This design comes from an exercise in tuning for small area on the open sky130 flow, not from production work. In this exercise RTL edits were held to simulation tests only and were not proved equivalent to the original. Power is estimated from default activity; no workload was simulated.

==> flow/design.v <==
`timescale 1ns / 1ps
package spq_pkg;
	localparam int DEPTH_DEFAULT = 16;
	localparam int ID_W = 6;
	localparam int PRI_W = 4;
	localparam int PAY_W = 32;
	localparam int FUNC_W = 2;
	localparam int OCC_W = 5;
	localparam logic [FUNC_W-1:0] FUNC_PUSH = 2'd0;
	localparam logic [FUNC_W-1:0] FUNC_POP = 2'd1;
	localparam logic [FUNC_W-1:0] FUNC_CLEAR = 2'd2;
	typedef enum logic {
		ST_IDLE,
		ST_HOLD
	} ctl_state_t;
	typedef struct packed {
		logic push;
		logic pop;
		logic clear;
		logic load;
	} ctl_cmd_t;
	typedef struct packed {
		logic full;
		logic empty;
	} dp_status_t;
endpackage
`timescale 1ns / 1ps
module spq_ctrl
(
	input  logic              clk,
	input  logic              arst_n,
	input  logic              req_valid,
	output logic              req_stall,
	output logic              rsp_valid,
	input  logic              rsp_stall,
	input  logic [spq_pkg::FUNC_W-1:0] func,
	input  spq_pkg::dp_status_t        status,
	output spq_pkg::ctl_cmd_t          cmd
);
	spq_pkg::ctl_state_t state_q;
	spq_pkg::ctl_state_t state_d;
	logic       accept;
	always_ff @(posedge clk or negedge arst_n) begin
		if (!arst_n) begin
			state_q <= spq_pkg::ST_IDLE;
		end else begin
			state_q <= state_d;
		end
	end
	always_comb begin
		req_stall = (state_q == spq_pkg::ST_HOLD) && rsp_stall;
		rsp_valid = (state_q == spq_pkg::ST_HOLD);
		accept = req_valid && !req_stall;
		cmd.load = accept;
		cmd.push = accept && (func == spq_pkg::FUNC_PUSH) && !status.full;
		cmd.pop = accept && (func == spq_pkg::FUNC_POP) && !status.empty;
		cmd.clear = accept && (func == spq_pkg::FUNC_CLEAR);
		state_d = state_q;
		case (state_q)
			spq_pkg::ST_IDLE: begin
				if (accept) begin
					state_d = spq_pkg::ST_HOLD;
				end
			end
			spq_pkg::ST_HOLD: begin
				if (!rsp_stall && !accept) begin
					state_d = spq_pkg::ST_IDLE;
				end
			end
			default: begin
				state_d = spq_pkg::ST_IDLE;
			end
		endcase
	end
endmodule
`timescale 1ns / 1ps
module spq_dp
#(
	parameter int DEPTH = spq_pkg::DEPTH_DEFAULT
) (
	input  logic             clk,
	input  logic             arst_n,
	input  spq_pkg::ctl_cmd_t         cmd,
	input  logic [spq_pkg::ID_W-1:0]  requester_id,
	input  logic [spq_pkg::PRI_W-1:0] priority_req,
	input  logic [spq_pkg::PAY_W-1:0] payload,
	output spq_pkg::dp_status_t       status,
	output logic             accepted,
	output logic [spq_pkg::ID_W-1:0]  popped_id,
	output logic [spq_pkg::PRI_W-1:0] popped_priority,
	output logic [spq_pkg::PAY_W-1:0] popped_payload,
	output logic [spq_pkg::OCC_W-1:0] occupancy,
	output logic [spq_pkg::ID_W-1:0]  head_id,
	output logic [spq_pkg::ID_W-1:0]  tail_id,
	output logic             is_empty
);
	localparam int CNT_W = $clog2(DEPTH + 1);
	localparam int SL_W = $clog2(DEPTH);
	logic [spq_pkg::ID_W-1:0]  id_q  [DEPTH];
	logic [spq_pkg::PAY_W-1:0] pay_q [DEPTH];
	logic [spq_pkg::PRI_W-1:0] pri_q [DEPTH];
	logic [SL_W-1:0]  slot_q [DEPTH];
	logic [CNT_W-1:0] count_q;
	logic [spq_pkg::ID_W-1:0] tail_q;
	logic             acc_q;
	logic             pop_q;
	logic [DEPTH-1:0] vld;
	logic [DEPTH-1:0] ge;
	logic             lt_any;
	logic [DEPTH-1:0] sel_new;
	logic [DEPTH-1:0] sel_head;
	logic [DEPTH-1:0] sel_pop;
	logic             empty;
	assign empty = (count_q == '0);
	function automatic logic pri_ge(input logic [spq_pkg::PRI_W-1:0] a,
			input logic [spq_pkg::PRI_W-1:0] b);
		logic r;
		r = 1'b1;
		for (int i = 0; i < spq_pkg::PRI_W; i++) begin
			r = (a[i] & !b[i]) | ((a[i] | !b[i]) & r);
		end
		pri_ge = r;
	endfunction
	always_comb begin
		lt_any = 1'b0;
		for (int r = 0; r < DEPTH; r++) begin
			vld[r] = (count_q > CNT_W'(r));
			ge[r] = vld[r] && pri_ge(pri_q[r], priority_req);
			lt_any = lt_any | (vld[r] && !ge[r]);
		end
		for (int s = 0; s < DEPTH; s++) begin
			sel_new[s] = (slot_q[DEPTH-1] == SL_W'(s));
			sel_head[s] = !empty && (slot_q[0] == SL_W'(s));
			sel_pop[s] = pop_q && sel_new[s];
		end
	end
	for (genvar r = 0; r < DEPTH; r++) begin : g_pos
		localparam int PREV = (r == 0) ? 0 : r - 1;
		localparam int NEXT = (r == DEPTH - 1) ? 0 : r + 1;
		logic take_new;
		logic c_new, c_prev, c_next, c_hold;
		assign take_new = (r == 0) ? 1'b1 : ge[PREV];
		assign c_new = cmd.push && !ge[r] && take_new;
		assign c_prev = cmd.push && !ge[r] && !take_new;
		assign c_next = cmd.pop;
		assign c_hold = !cmd.pop && !(cmd.push && !ge[r]);
		always_ff @(posedge clk) begin
			pri_q[r] <= ({spq_pkg::PRI_W{c_hold}} & pri_q[r])
				| ({spq_pkg::PRI_W{c_new}} & priority_req)
				| ({spq_pkg::PRI_W{c_prev}} & pri_q[PREV])
				| ({spq_pkg::PRI_W{c_next}} & pri_q[NEXT]);
		end
		always_ff @(posedge clk or negedge arst_n) begin
			if (!arst_n) begin
				slot_q[r] <= SL_W'(r);
			end else begin
				slot_q[r] <= ({SL_W{c_hold}} & slot_q[r])
					| ({SL_W{c_new}} & slot_q[DEPTH-1])
					| ({SL_W{c_prev}} & slot_q[PREV])
					| ({SL_W{c_next}} & slot_q[NEXT]);
			end
		end
	end
	for (genvar s = 0; s < DEPTH; s++) begin : g_slot
		logic we;
		assign we = cmd.push && sel_new[s];
		always_ff @(posedge clk) begin
			id_q[s] <= ({spq_pkg::ID_W{!we}} & id_q[s]) | ({spq_pkg::ID_W{we}} & requester_id);
			pay_q[s] <= ({spq_pkg::PAY_W{!we}} & pay_q[s]) | ({spq_pkg::PAY_W{we}} & payload);
		end
	end
	assign status.full = (count_q == CNT_W'(DEPTH));
	assign status.empty = empty;
	always_ff @(posedge clk or negedge arst_n) begin
		if (!arst_n) begin
			count_q <= '0;
		end else if (cmd.clear) begin
			count_q <= '0;
		end else if (cmd.push) begin
			count_q <= count_q + CNT_W'(1);
		end else if (cmd.pop) begin
			count_q <= count_q - CNT_W'(1);
		end
	end
	always_ff @(posedge clk) begin
		if (cmd.push && !lt_any) begin
			tail_q <= requester_id;
		end
	end
	always_ff @(posedge clk) begin
		if (cmd.load) begin
			acc_q <= cmd.push | cmd.pop | cmd.clear;
			pop_q <= cmd.pop;
		end
	end
	always_comb begin
		popped_id = '0;
		popped_payload = '0;
		head_id = '0;
		for (int s = 0; s < DEPTH; s++) begin
			popped_id = popped_id | ({spq_pkg::ID_W{sel_pop[s]}} & id_q[s]);
			popped_payload = popped_payload | ({spq_pkg::PAY_W{sel_pop[s]}} & pay_q[s]);
			head_id = head_id | ({spq_pkg::ID_W{sel_head[s]}} & id_q[s]);
		end
	end
	assign popped_priority = pop_q ? pri_q[DEPTH-1] : '0;
	assign accepted = acc_q;
	assign occupancy = spq_pkg::OCC_W'(count_q);
	assign is_empty = empty;
	assign tail_id = empty ? '0 : tail_q;
endmodule
`timescale 1ns / 1ps
module sorted_priority_queue_top
#(
	parameter int DEPTH = spq_pkg::DEPTH_DEFAULT
) (
	input  logic              clk,
	input  logic              arst_n,
	input  logic              req_valid,
	output logic              req_stall,
	input  logic [spq_pkg::FUNC_W-1:0] func,
	input  logic [spq_pkg::ID_W-1:0]   requester_id,
	input  logic [spq_pkg::PRI_W-1:0]  priority_req,
	input  logic [spq_pkg::PAY_W-1:0]  payload,
	output logic              rsp_valid,
	input  logic              rsp_stall,
	output logic              accepted,
	output logic [spq_pkg::ID_W-1:0]   popped_id,
	output logic [spq_pkg::PRI_W-1:0]  popped_priority,
	output logic [spq_pkg::PAY_W-1:0]  popped_payload,
	output logic [spq_pkg::OCC_W-1:0]  occupancy,
	output logic [spq_pkg::ID_W-1:0]   head_id,
	output logic [spq_pkg::ID_W-1:0]   tail_id,
	output logic              is_empty
);
	spq_pkg::ctl_cmd_t   cmd;
	spq_pkg::dp_status_t status;
	spq_ctrl u_ctrl (
		.clk       (clk),
		.arst_n    (arst_n),
		.req_valid (req_valid),
		.req_stall (req_stall),
		.rsp_valid (rsp_valid),
		.rsp_stall (rsp_stall),
		.func      (func),
		.status    (status),
		.cmd       (cmd)
	);
	spq_dp #(
		.DEPTH (DEPTH)
	) u_dp (
		.clk             (clk),
		.arst_n          (arst_n),
		.cmd             (cmd),
		.requester_id    (requester_id),
		.priority_req    (priority_req),
		.payload         (payload),
		.status          (status),
		.accepted        (accepted),
		.popped_id       (popped_id),
		.popped_priority (popped_priority),
		.popped_payload  (popped_payload),
		.occupancy       (occupancy),
		.head_id         (head_id),
		.tail_id         (tail_id),
		.is_empty        (is_empty)
	);
endmodule
export LEC_CHECK = 0
export CAP_MARGIN = 20
export CORE_MARGIN = 2
export CORE_UTILIZATION = 60
export PLACE_DENSITY = 0.7
export SETUP_SLACK_MARGIN = 0.1
export SLEW_MARGIN = 20
create_clock -name core_clock -period 4.0 [get_ports {clk}]
standard.sh (not shown) runs the stock make flow with config.mk's settings and CLKGATE_MAP_FILE= SYNTH_SCRIPT=/design/flow/synth_recipe.tcl, a recipe that flattens the netlist after the stock synthesis.
==> flow/flow/run.sh <==
#!/bin/bash
# The standard ORFS flow (the standard.sh) with three changes, all to how
# the layout is built, none to the design or its constraints:
#  - clock tree synthesis inserts no dummy loads,
#  - port buffers are the smallest buffer cell (buf_1) instead of a delay cell,
#  - larger clock sink clusters.
# Each make step writes its own log under orfs/logs; the whole make output is
# kept in flow_make.log.
set -uo pipefail
bash standard.sh finish \
	'CTS_ARGS=-sink_clustering_enable -repair_clock_nets -dont_use_dummy_load -sink_clustering_size 30 -sink_clustering_max_diameter 100' \
	'BUFFER_PORTS_ARGS=-buffer_cell sky130_fd_sc_hd__buf_1' \
	> flow_make.log 2>&1
Edit:
--- a/flow/design.v
+++ b/flow/design.v
@@ -79,10 +79,11 @@
 	parameter int DEPTH = spq_pkg::DEPTH_DEFAULT
 ) (
 	input  logic             clk,
 	input  logic             arst_n,
 	input  spq_pkg::ctl_cmd_t         cmd,
+	input  logic             rsp_valid,
 	input  logic [spq_pkg::ID_W-1:0]  requester_id,
 	input  logic [spq_pkg::PRI_W-1:0] priority_req,
 	input  logic [spq_pkg::PAY_W-1:0] payload,
 	output spq_pkg::dp_status_t       status,
 	output logic             accepted,
@@ -110,10 +111,12 @@
 	logic [DEPTH-1:0] sel_new;
 	logic [DEPTH-1:0] sel_head;
 	logic [DEPTH-1:0] sel_pop;
 	logic             empty;
 	assign empty = (count_q == '0);
+	logic renumber;
+	assign renumber = empty && !cmd.push && !rsp_valid;
 	function automatic logic pri_ge(input logic [spq_pkg::PRI_W-1:0] a,
 			input logic [spq_pkg::PRI_W-1:0] b);
 		logic r;
 		r = 1'b1;
 		for (int i = 0; i < spq_pkg::PRI_W; i++) begin
@@ -148,19 +151,16 @@
 			pri_q[r] <= ({spq_pkg::PRI_W{c_hold}} & pri_q[r])
 				| ({spq_pkg::PRI_W{c_new}} & priority_req)
 				| ({spq_pkg::PRI_W{c_prev}} & pri_q[PREV])
 				| ({spq_pkg::PRI_W{c_next}} & pri_q[NEXT]);
 		end
-		always_ff @(posedge clk or negedge arst_n) begin
-			if (!arst_n) begin
-				slot_q[r] <= SL_W'(r);
-			end else begin
-				slot_q[r] <= ({SL_W{c_hold}} & slot_q[r])
-					| ({SL_W{c_new}} & slot_q[DEPTH-1])
-					| ({SL_W{c_prev}} & slot_q[PREV])
-					| ({SL_W{c_next}} & slot_q[NEXT]);
-			end
+		always_ff @(posedge clk) begin
+			slot_q[r] <= ({SL_W{c_hold && !renumber}} & slot_q[r])
+				| ({SL_W{renumber}} & SL_W'(r))
+				| ({SL_W{c_new}} & slot_q[DEPTH-1])
+				| ({SL_W{c_prev}} & slot_q[PREV])
+				| ({SL_W{c_next}} & slot_q[NEXT]);
 		end
 	end
 	for (genvar s = 0; s < DEPTH; s++) begin : g_slot
 		logic we;
 		assign we = cmd.push && sel_new[s];
@@ -250,10 +250,11 @@
 		.DEPTH (DEPTH)
 	) u_dp (
 		.clk             (clk),
 		.arst_n          (arst_n),
 		.cmd             (cmd),
+		.rsp_valid       (rsp_valid),
 		.requester_id    (requester_id),
 		.priority_req    (priority_req),
 		.payload         (payload),
 		.status          (status),
 		.accepted        (accepted),
Outcome:
- The new run passed the timing, design-rule and antenna checks
- total power increases by 3.1%
- sequential power hardly moves
- worst setup slack got worse by 0.036 ns
- final area decreases by 0.75%
- wire length is about the same

afterwards: timing with drivers on the ports:
No port has a modelled driver above. Below, the same layouts with a new extraction and two added sets of constraints.
Step 1 assumes that a clkbuf_16 drives the clock port and a buf_2 every other input.
Step 2 also shifts input and output timing later by t, the mid clock arrival at the registers, as if the neighbouring blocks saw the same clock.
Three values: ideal, step 1, step 2; two values: the first two.
| run | t, ns | setup slack, ns | worst slew at a driven data input, ns |
|---|---|---|---|
| the first run | 0.675 | 0.180 / 0.114 / 0.261 | 0.12 |
| the second run | 0.664 | 0.144 / 0.085 / 0.256 | 0.08 |
After both steps setup and hold are still met in every run listed.
